Source: an optimization exercise on an open RTL-to-GDS flow (aim: small area, a short achievable clock period and few clock cycles). Production flows keep margins and buffers that such runs may drop.
Function was checked by simulation only, so behaviour that the tests miss may differ from the original.

## alpha
## aesTop
module aesTop (
	input logic clock,
	input logic reset,
	input logic start,
	input aesTypesPkg::aesBlock plainText,
	input aesTypesPkg::aesBlock key,
	output aesTypesPkg::aesBlock cipherText,
	output logic done
);
Settings: LEC_CHECK=0, CAP_MARGIN=20, CORE_MARGIN=2, CORE_UTILIZATION=40, SLEW_MARGIN=20; clock period 25.0 ns.
standard.sh (not shown) runs the stock make flow with config.mk's settings and CLKGATE_MAP_FILE= SYNTH_SCRIPT=/design/flow/synth_recipe.tcl, a recipe that flattens the netlist after the stock synthesis.
==> flow/flow/run.sh <==
#!/bin/bash
# Own layout flow: the standard layout (standard.sh) with these changes.
#  1. Synthesis maps the logic with flow/abc_map.script (see flow/synth.tcl).
#  2. ORFS's repair_timing steps aim for a setup margin of SETUP_MARGIN ns, so
#     that the layout reaches a shorter period than the 25 ns it is built for.
#  3. Ports are buffered with PORT_BUF instead of ORFS's default delay cell.
# make's output goes to layout.log; each ORFS step keeps its own log under
# orfs/logs/.
set -euo pipefail
W=$(pwd)
SETUP_MARGIN=${SETUP_MARGIN:-18.4}
PORT_BUF=${PORT_BUF:-sky130_fd_sc_hd__buf_1}
bash standard.sh SYNTH_SCRIPT="$W/flow/synth.tcl" SETUP_SLACK_MARGIN=$SETUP_MARGIN \
  BUFFER_PORTS_ARGS="-buffer_cell $PORT_BUF" finish > "$W/layout.log" 2>&1
==> flow/flow/abc_map.script <==
strash
&get -n
&st
&dch
&nf -R 50
&put
topo
stime -c
buffer -c
upsize -c
dnsize -c
==> flow/flow/synth.tcl <==
set my_abc_script [file join [file dirname [info script]] abc_map.script]
proc synth {args} { yosys synth -nofsm -noshare {*}$args }
proc abc {args} {
  global my_abc_script
  set i [lsearch -exact $args -script]
  if {$i >= 0} { set args [lreplace $args [expr {$i + 1}] [expr {$i + 1}] $my_abc_script] }
  yosys abc {*}$args
}
source $::env(SCRIPTS_DIR)/synth.tcl
# left out here: clear keep_hierarchy, flatten, clean up, hide names made inside functions, write 1_2_yosys.v
Testbench counts of alpha, summed over its fixed seeds: cycles 26,400.
Relative to alpha, the following input files were edited for beta:
- CORE_UTILIZATION: 40 -> 55
==> flow/flow/abc_map.script <==
strash
&get -n
&st
&dch
&nf -R 50
&put
==> comparison <==
Detailed-route wire length: beta < alpha. In summary, beta completed successfully, with a layout that passed the timing, DRC and antenna checks. alpha: no failed stages, no open violations at the end. beta ends up with lower final HPWL from detailed placement than alpha does. [beta] logic depth of the worst path, buffers included fell 20 relative to alpha. The higher sequential share of layout area of beta and alpha is in beta. Of beta and alpha, the lower area enclosed by the die boundary belongs to beta. Required time at the endpoint of the critical path for beta is lower than for alpha. beta ended up with flip-flop to output port as its kind of critical path; alpha ended up with flip-flop to flip-flop. Of beta and alpha, the lower total routing usage reported by global routing belongs to alpha. Changes observed in beta relative to alpha: count of maximum capacitance violations essentially unchanged; number of placement rows went down 19.
#### Input delta (gamma over beta)
- CORE_UTILIZATION now 40, was 55
[summary]
Number of vias in the routed layout across gamma and beta: no real change.
Of gamma and beta, beta shows the lower sum of routed wire length over all layers, with gamma above it.
beta vs gamma, uppermost metal layer occupied by signal nets: met5 vs met4
When the final numbers for gamma and beta were put side by side, the area of the core region turned out to be greater in gamma.

* * *

aesTop, a different RTL version from the one above (not shown whole).
Size: about 4,200 cells after synthesis, ~260 flip-flops, roughly 33,000 sq um of cells after synthesis.
==> flow/design.v (excerpt) <==
module aesTop (
	input logic clock,
	input logic reset,
	input logic start,
	input aesTypesPkg::aesBlock plainText,
	input aesTypesPkg::aesBlock key,
	output aesTypesPkg::aesBlock cipherText,
	output logic done
);
	aesTypesPkg::aesBlock roundKey;
	aesTypesPkg::aesByte rcon;
	logic idle, enable, lastRound;
	aesSequencer uSequencer (
		.clock(clock),
		.reset(reset),
		.start(start),
		.idle(idle),
		.enable(enable),
		.lastRound(lastRound),
		.rcon(rcon),
		.done(done)
	);
	aesKeySchedule uKeys (
		.clock(clock),
		.idle(idle),
		.rcon(rcon),
		.key(key),
		.roundKey(roundKey)
	);
	aesRoundDatapath uDatapath (
		.clock(clock),
		.idle(idle),
		.enable(enable),
		.lastRound(lastRound),
		.plainText(plainText),
		.roundKey(roundKey),
		.cipherText(cipherText)
	);
endmodule
export LEC_CHECK = 0
export CAP_MARGIN = 20
export CORE_MARGIN = 2
export CORE_UTILIZATION = 40
export CTS_CLUSTER_DIAMETER = 100
export CTS_CLUSTER_SIZE = 20
export SLEW_MARGIN = 20
create_clock -name core_clock -period 25.0 [get_ports {clock}]
==> flow/flow/run.sh <==
#!/bin/bash
# Own layout flow: the standard layout (standard.sh) with these changes.
#  1. Synthesis maps the logic with flow/abc_map.script (see flow/synth.tcl).
#  2. ORFS's repair_timing steps aim for a setup margin of SETUP_MARGIN ns, so
#     that the layout reaches a shorter period than the 25 ns it is built for.
#  3. Ports are buffered with PORT_BUF instead of ORFS's default delay cell.
#  4. Yosys does not extract half/full adders (ADDER_MAP_FILE empty), which
#     here only break up the XOR logic that ABC maps better on its own.
# make's output goes to layout.log; each ORFS step keeps its own log under
# orfs/logs/.
set -euo pipefail
W=$(pwd)
SETUP_MARGIN=${SETUP_MARGIN:-18.4}
PORT_BUF=${PORT_BUF:-sky130_fd_sc_hd__buf_1}
bash standard.sh SYNTH_SCRIPT="$W/flow/synth.tcl" SETUP_SLACK_MARGIN=$SETUP_MARGIN \
  BUFFER_PORTS_ARGS="-buffer_cell $PORT_BUF" ADDER_MAP_FILE= finish > "$W/layout.log" 2>&1
==> flow/flow/abc_map.script <==
strash
&get -n
&st
&dch
&nf -R 50
&st
&dch
&nf -R 50
&st
&dch
&nf -R 50
&put
Scripts as last shown in full above: flow/flow/synth.tcl
Testbench counts at the start, summed over its fixed seeds: cycles 26,400.
==> next run, changes <==
==> flow/flow/run.sh (replaced) <==
#!/bin/bash
# Own layout flow: the standard layout (standard.sh) with these changes.
#  1. Synthesis maps the logic with flow/abc_map.script (see flow/synth.tcl).
#  2. ORFS's repair_timing steps aim for a setup margin of SETUP_MARGIN ns, so
#     that the layout reaches a shorter period than the 25 ns it is built for.
#  3. Ports are buffered with PORT_BUF instead of ORFS's default delay cell.
# make's output goes to layout.log; each ORFS step keeps its own log under
# orfs/logs/.
set -euo pipefail
W=$(pwd)
SETUP_MARGIN=${SETUP_MARGIN:-18.2}
PORT_BUF=${PORT_BUF:-sky130_fd_sc_hd__buf_1}
bash standard.sh SYNTH_SCRIPT="$W/flow/synth.tcl" SETUP_SLACK_MARGIN=$SETUP_MARGIN \
  BUFFER_PORTS_ARGS="-buffer_cell $PORT_BUF" finish > "$W/layout.log" 2>&1
==> flow/flow/abc_map.script (replaced) <==
strash
&get -n
&st
&dch
&nf -R 50
&put
- CTS_CLUSTER_DIAMETER: 100 -> not set
- CTS_CLUSTER_SIZE: 20 -> not set
Result: The new run passed the timing, DRC and antenna checks. Flip-flop and latch count is unchanged. Routed wire length is about the same. Design area came out higher by 4.1%. Area after synthesis came out higher by 0.90%. Worst hold slack gets better by 0.0090 ns.
==> next run, changes <==
--- a/flow/flow/run.sh
+++ b/flow/flow/run.sh
@@ -6,2 +6,4 @@
 #  3. Ports are buffered with PORT_BUF instead of ORFS's default delay cell.
+#  4. Yosys does not extract half/full adders (ADDER_MAP_FILE empty), which
+#     here only break up the XOR logic that ABC maps better on its own.
 # make's output goes to layout.log; each ORFS step keeps its own log under
@@ -10,5 +12,5 @@
 W=$(pwd)
-SETUP_MARGIN=${SETUP_MARGIN:-18.2}
+SETUP_MARGIN=${SETUP_MARGIN:-18.4}
 PORT_BUF=${PORT_BUF:-sky130_fd_sc_hd__buf_1}
 bash standard.sh SYNTH_SCRIPT="$W/flow/synth.tcl" SETUP_SLACK_MARGIN=$SETUP_MARGIN \
-  BUFFER_PORTS_ARGS="-buffer_cell $PORT_BUF" finish > "$W/layout.log" 2>&1
+  BUFFER_PORTS_ARGS="-buffer_cell $PORT_BUF" ADDER_MAP_FILE= finish > "$W/layout.log" 2>&1
==> flow/flow/abc_map.script (replaced) <==
strash
&get -n
&st
&dch
&nf -R 50
&st
&dch
&nf -R 50
&st
&dch
&nf -R 50
&put
- CAP_MARGIN: 20 -> 0
- CTS_CLUSTER_DIAMETER: not set -> 100
- CTS_CLUSTER_SIZE: not set -> 20
- SLEW_MARGIN: 20 -> 0
After rerunning: Worst setup slack improved by 0.18 ns. Worst hold slack got worse by 0.0090 ns. Maximum frequency goes up by 2.8%.
==> next run, changes <==
--- a/flow/flow/run.sh
+++ b/flow/flow/run.sh
@@ -6,4 +6,2 @@
 #  3. Ports are buffered with PORT_BUF instead of ORFS's default delay cell.
-#  4. Yosys does not extract half/full adders (ADDER_MAP_FILE empty), which
-#     here only break up the XOR logic that ABC maps better on its own.
 # make's output goes to layout.log; each ORFS step keeps its own log under
@@ -15,2 +13,2 @@
 bash standard.sh SYNTH_SCRIPT="$W/flow/synth.tcl" SETUP_SLACK_MARGIN=$SETUP_MARGIN \
-  BUFFER_PORTS_ARGS="-buffer_cell $PORT_BUF" ADDER_MAP_FILE= finish > "$W/layout.log" 2>&1
+  BUFFER_PORTS_ARGS="-buffer_cell $PORT_BUF" finish > "$W/layout.log" 2>&1
==> flow/flow/abc_map.script (replaced) <==
strash
&get -n
&st
&dch
&nf -R 50
&put
- CAP_MARGIN: 0 -> 20
- SLEW_MARGIN: 0 -> 20
Result:
- The changed run produced a clean layout
- non-clock buffer count climbs by 51
- synthesized cell count drops by about 3.2%
- setup slack degrades by 0.041 ns
- first-iteration DRC count drops by 22%
- die area climbs by about 0.9%
- final cell count drops by 1.3%
- utilization climbs by 1.8 points
- cell area climbs by about 5.4%
- wire length climbs by about 0.6%
==> next run, changes <==
--- a/flow/flow/run.sh
+++ b/flow/flow/run.sh
@@ -6,2 +6,4 @@
 #  3. Ports are buffered with PORT_BUF instead of ORFS's default delay cell.
+#  4. Yosys does not extract half/full adders (ADDER_MAP_FILE empty), which
+#     here only break up the XOR logic that ABC maps better on its own.
 # make's output goes to layout.log; each ORFS step keeps its own log under
@@ -13,2 +15,2 @@
 bash standard.sh SYNTH_SCRIPT="$W/flow/synth.tcl" SETUP_SLACK_MARGIN=$SETUP_MARGIN \
-  BUFFER_PORTS_ARGS="-buffer_cell $PORT_BUF" finish > "$W/layout.log" 2>&1
+  BUFFER_PORTS_ARGS="-buffer_cell $PORT_BUF" ADDER_MAP_FILE= finish > "$W/layout.log" 2>&1
==> flow/flow/abc_map.script (replaced) <==
strash
&get -n
&st
&dch
&nf -R 50
&st
&dch
&nf -R 50
&st
&dch
&nf -R 50
&put
- GPL_ROUTABILITY_DRIVEN: not set -> 0
Result:
- via count went up by 4.3%
- critical path depth is lower by 1
- register-to-register slack loses 0.05 ns
- final area decreases by about 5%
- synthesized area is lower by about 0.9%
- global-route usage is about the same
- cell count is higher by 1.2%
- sequential share of layout area increases by 0.90 points
- non-clock buffer count falls by 53
- hold slack degrades by 0.0087 ns
==> next run, changes <==
--- a/flow/flow/run.sh
+++ b/flow/flow/run.sh
@@ -12,5 +12,5 @@
 W=$(pwd)
-SETUP_MARGIN=${SETUP_MARGIN:-18.4}
+SETUP_MARGIN=${SETUP_MARGIN:-18.8}
 PORT_BUF=${PORT_BUF:-sky130_fd_sc_hd__buf_1}
 bash standard.sh SYNTH_SCRIPT="$W/flow/synth.tcl" SETUP_SLACK_MARGIN=$SETUP_MARGIN \
-  BUFFER_PORTS_ARGS="-buffer_cell $PORT_BUF" ADDER_MAP_FILE= finish > "$W/layout.log" 2>&1
+  BUFFER_PORTS_ARGS="-buffer_cell $PORT_BUF" ADDER_MAP_FILE= SETUP_MOVE_SEQUENCE=unbuffer,sizeup,swap finish > "$W/layout.log" 2>&1
- GPL_ROUTABILITY_DRIVEN: 0 -> not set
Flip-flop and latch count is unchanged.
Non-clock buffer count climbs by 3.
Synthesized area stays the same.
Wire length went up by 3.2%.
Core utilization climbs by 2.5 points.
Final cell count is about the same.

* * *

run 1:
Starting RTL as in the previous note.
clock: 25.0 ns
lec_check: 0
cap_margin: 20
core_margin: 2
core_utilization: 40
cts_cluster_diameter: 100
cts_cluster_size: 20
slew_margin: 20
==> flow/flow/run.sh <==
#!/bin/bash
# Own layout flow: the standard layout (standard.sh) with these changes.
#  1. Synthesis maps the logic with flow/abc_map.script (see flow/synth.tcl).
#  2. ORFS's repair_timing steps aim for a setup margin of SETUP_MARGIN ns, so
#     that the layout reaches a shorter period than the 25 ns it is built for.
#  3. Ports are buffered with PORT_BUF instead of ORFS's default delay cell.
#  4. Yosys does not extract half/full adders (ADDER_MAP_FILE empty), which
#     here only break up the XOR logic that ABC maps better on its own.
# make's output goes to layout.log; each ORFS step keeps its own log under
# orfs/logs/.
set -euo pipefail
W=$(pwd)
SETUP_MARGIN=${SETUP_MARGIN:-18.4}
PORT_BUF=${PORT_BUF:-sky130_fd_sc_hd__buf_1}
bash standard.sh SYNTH_SCRIPT="$W/flow/synth.tcl" SETUP_SLACK_MARGIN=$SETUP_MARGIN \
  BUFFER_PORTS_ARGS="-buffer_cell $PORT_BUF" ADDER_MAP_FILE= finish > "$W/layout.log" 2>&1
==> flow/flow/abc_map.script <==
strash
&get -n
&st
&dch
&nf -R 50
&put
Scripts as last shown in full above: flow/flow/synth.tcl
Testbench counts of run 1, summed over its fixed seeds: cycles 26,400.
Setup changes, run 1 to run 2
diff --git a/flow/flow/run.sh b/flow/flow/run.sh
--- a/flow/flow/run.sh
+++ b/flow/flow/run.sh
@@ -13 +13 @@
-SETUP_MARGIN=${SETUP_MARGIN:-18.4}
+SETUP_MARGIN=${SETUP_MARGIN:-18.5}
@@ -16 +16 @@
-  BUFFER_PORTS_ARGS="-buffer_cell $PORT_BUF" ADDER_MAP_FILE= finish > "$W/layout.log" 2>&1
+  BUFFER_PORTS_ARGS="-buffer_cell $PORT_BUF" ADDER_MAP_FILE= SETUP_MOVE_SEQUENCE=unbuffer,sizeup,swap finish > "$W/layout.log" 2>&1
==> flow/flow/abc_map.script <==
strash
&get -n
&st
&dch
&nf -R 50
&st
&dch
&nf -R 50
&st
&dch
&nf -R 50
&put
- Run 2 went all the way through synthesis, placement and routing and the layout is clean on timing, DRC and antenna.
- In terms of flip-flop and latch share of the layout cell area, run 1 and run 2 differ only marginally.
- Looking at number of unique standard cell types used by synthesis across run 1 and run 2, the one that comes out lower is run 1.
- Run 2 and run 1 ended up with roughly the same post-route fraction of the period consumed by the critical path.
- Cell area was higher in the run labelled run 1.
- From run 1 to run 2 the numbers moved as follows: clock-buffer cell count has increased.
- Between run 2 and run 1, it is run 2 whose setup slack after placement is higher, by 300 ps.
Here is what was changed in the inputs of run 3 compared with run 2.
Settings: clearing CTS_CLUSTER_SIZE, which used to be 20; clearing CTS_CLUSTER_DIAMETER, which used to be 100.
diff --git a/flow/flow/run.sh b/flow/flow/run.sh
--- a/flow/flow/run.sh
+++ b/flow/flow/run.sh
@@ -7,2 +6,0 @@
-#  4. Yosys does not extract half/full adders (ADDER_MAP_FILE empty), which
-#     here only break up the XOR logic that ABC maps better on its own.
@@ -13 +11 @@
-SETUP_MARGIN=${SETUP_MARGIN:-18.5}
+SETUP_MARGIN=${SETUP_MARGIN:-18.4}
@@ -16 +14 @@
-  BUFFER_PORTS_ARGS="-buffer_cell $PORT_BUF" ADDER_MAP_FILE= SETUP_MOVE_SEQUENCE=unbuffer,sizeup,swap finish > "$W/layout.log" 2>&1
+  BUFFER_PORTS_ARGS="-buffer_cell $PORT_BUF" finish > "$W/layout.log" 2>&1
==> flow/flow/abc_map.script <==
strash
&get -n
&st
&dch
&nf -R 50
&put
Results
Diff run 2 -> run 3: count of non-CTS buffers in the layout shows an increase of 46, count of vias placed by the detailed router shows a reduction of 913.
Compared with run 2, in run 3 worst setup slack rose 46 ps; final design instance area without fill rose 5.6%.
A critical path startpoint of uDatapath.stateReg[72]$_DFFE_PP_ is what run 2 shows, while start belongs to run 3.
What run 4 does differently from run 3 at the input level:
Settings: setting CTS_CLUSTER_DIAMETER to 100 for the first time; setting CTS_CLUSTER_SIZE to 20 for the first time.
diff --git a/flow/flow/run.sh b/flow/flow/run.sh
--- a/flow/flow/run.sh
+++ b/flow/flow/run.sh
@@ -6,0 +7,2 @@
+#  4. Yosys does not extract half/full adders (ADDER_MAP_FILE empty), which
+#     here only break up the XOR logic that ABC maps better on its own.
@@ -14 +16 @@
-  BUFFER_PORTS_ARGS="-buffer_cell $PORT_BUF" finish > "$W/layout.log" 2>&1
+  BUFFER_PORTS_ARGS="-buffer_cell $PORT_BUF" ADDER_MAP_FILE= finish > "$W/layout.log" 2>&1
==> flow/flow/abc_map.script <==
strash
&get -n
&st
&dch
&nf -R 50
&st
&dch
&nf -R 50
&put
### Flow results
The higher global routing met3 resource utilization of run 4 and run 3 is in run 3. Relative to run 3, final critical-path required period decreased by 13 ps in run 4. Run 4 reports a lower number of well taps than run 3 does. Height of the chip ends up higher on run 3. Between run 4 and run 3, synthesized netlist net count is lower for run 3, run 4 comes in above that. Cell count went up slightly going from run 3 to run 4. Diff run 3 -> run 4: required time at the endpoint of the critical path moved down, average footprint of a synthesized cell moved down, total number of vias moved up. Run 4 against run 3: count of clock-buffer cells in the layout has decreased, instance area at placement lost 1.1%.

-- afterwards: timing with drivers on the ports --
Ports are ideal in the flow. The routed layouts listed here were re-timed in OpenROAD. Step 1, drivers: a clkbuf_16 drives clock and a buf_2 each remaining input, both assumed. Step 2 adds t to the input delays and takes it off the output delays; t is the mean of the earliest and latest rising clock arrival at the registers after step 1. Input paths then give back, and output paths get back, about the clock's delay inside the block. Three values: ideal ports, drivers, drivers and shift; two values: the first two.
| run | t (ns) | slack for setup (ns) | latest minus earliest clock arrival (ns) |
|---|---|---|---|
| alpha | 0.623 | 18.480 / 18.443 / 17.952 | 0.017 / 0.017 |
| beta | 0.623 | 18.443 / 18.378 / 18.038 | 0.033 / 0.033 |
| gamma | 0.611 | 18.492 / 18.426 / 18.101 | 0.029 / 0.029 |
| the first run of note 2 | 0.582 | 18.543 / 18.482 / 18.172 | 0.049 / 0.050 |
| the second run of note 2 | 0.615 | 18.361 / 18.404 / 17.791 | 0.037 / 0.036 |
| the third run of note 2 | 0.582 | 18.543 / 18.482 / 18.172 | 0.049 / 0.050 |
| the fourth run of note 2 | 0.619 | 18.502 / 18.435 / 17.962 | 0.032 / 0.031 |
| the fifth run of note 2 | 0.599 | 18.572 / 18.509 / 18.029 | 0.043 / 0.043 |
| the sixth run of note 2 | 0.603 | 18.511 / 18.449 / 18.537 | 0.029 / 0.029 |
| run 1 | 0.607 | 18.443 / 18.375 / 18.168 | 0.025 / 0.025 |
| run 2 | 0.609 | 18.462 / 18.394 / 18.486 | 0.028 / 0.028 |
| run 3 | 0.618 | 18.508 / 18.526 / 17.938 | 0.036 / 0.036 |
| run 4 | 0.600 | 18.521 / 18.457 / 18.039 | 0.028 / 0.028 |
After both steps every run listed still meets setup and hold.
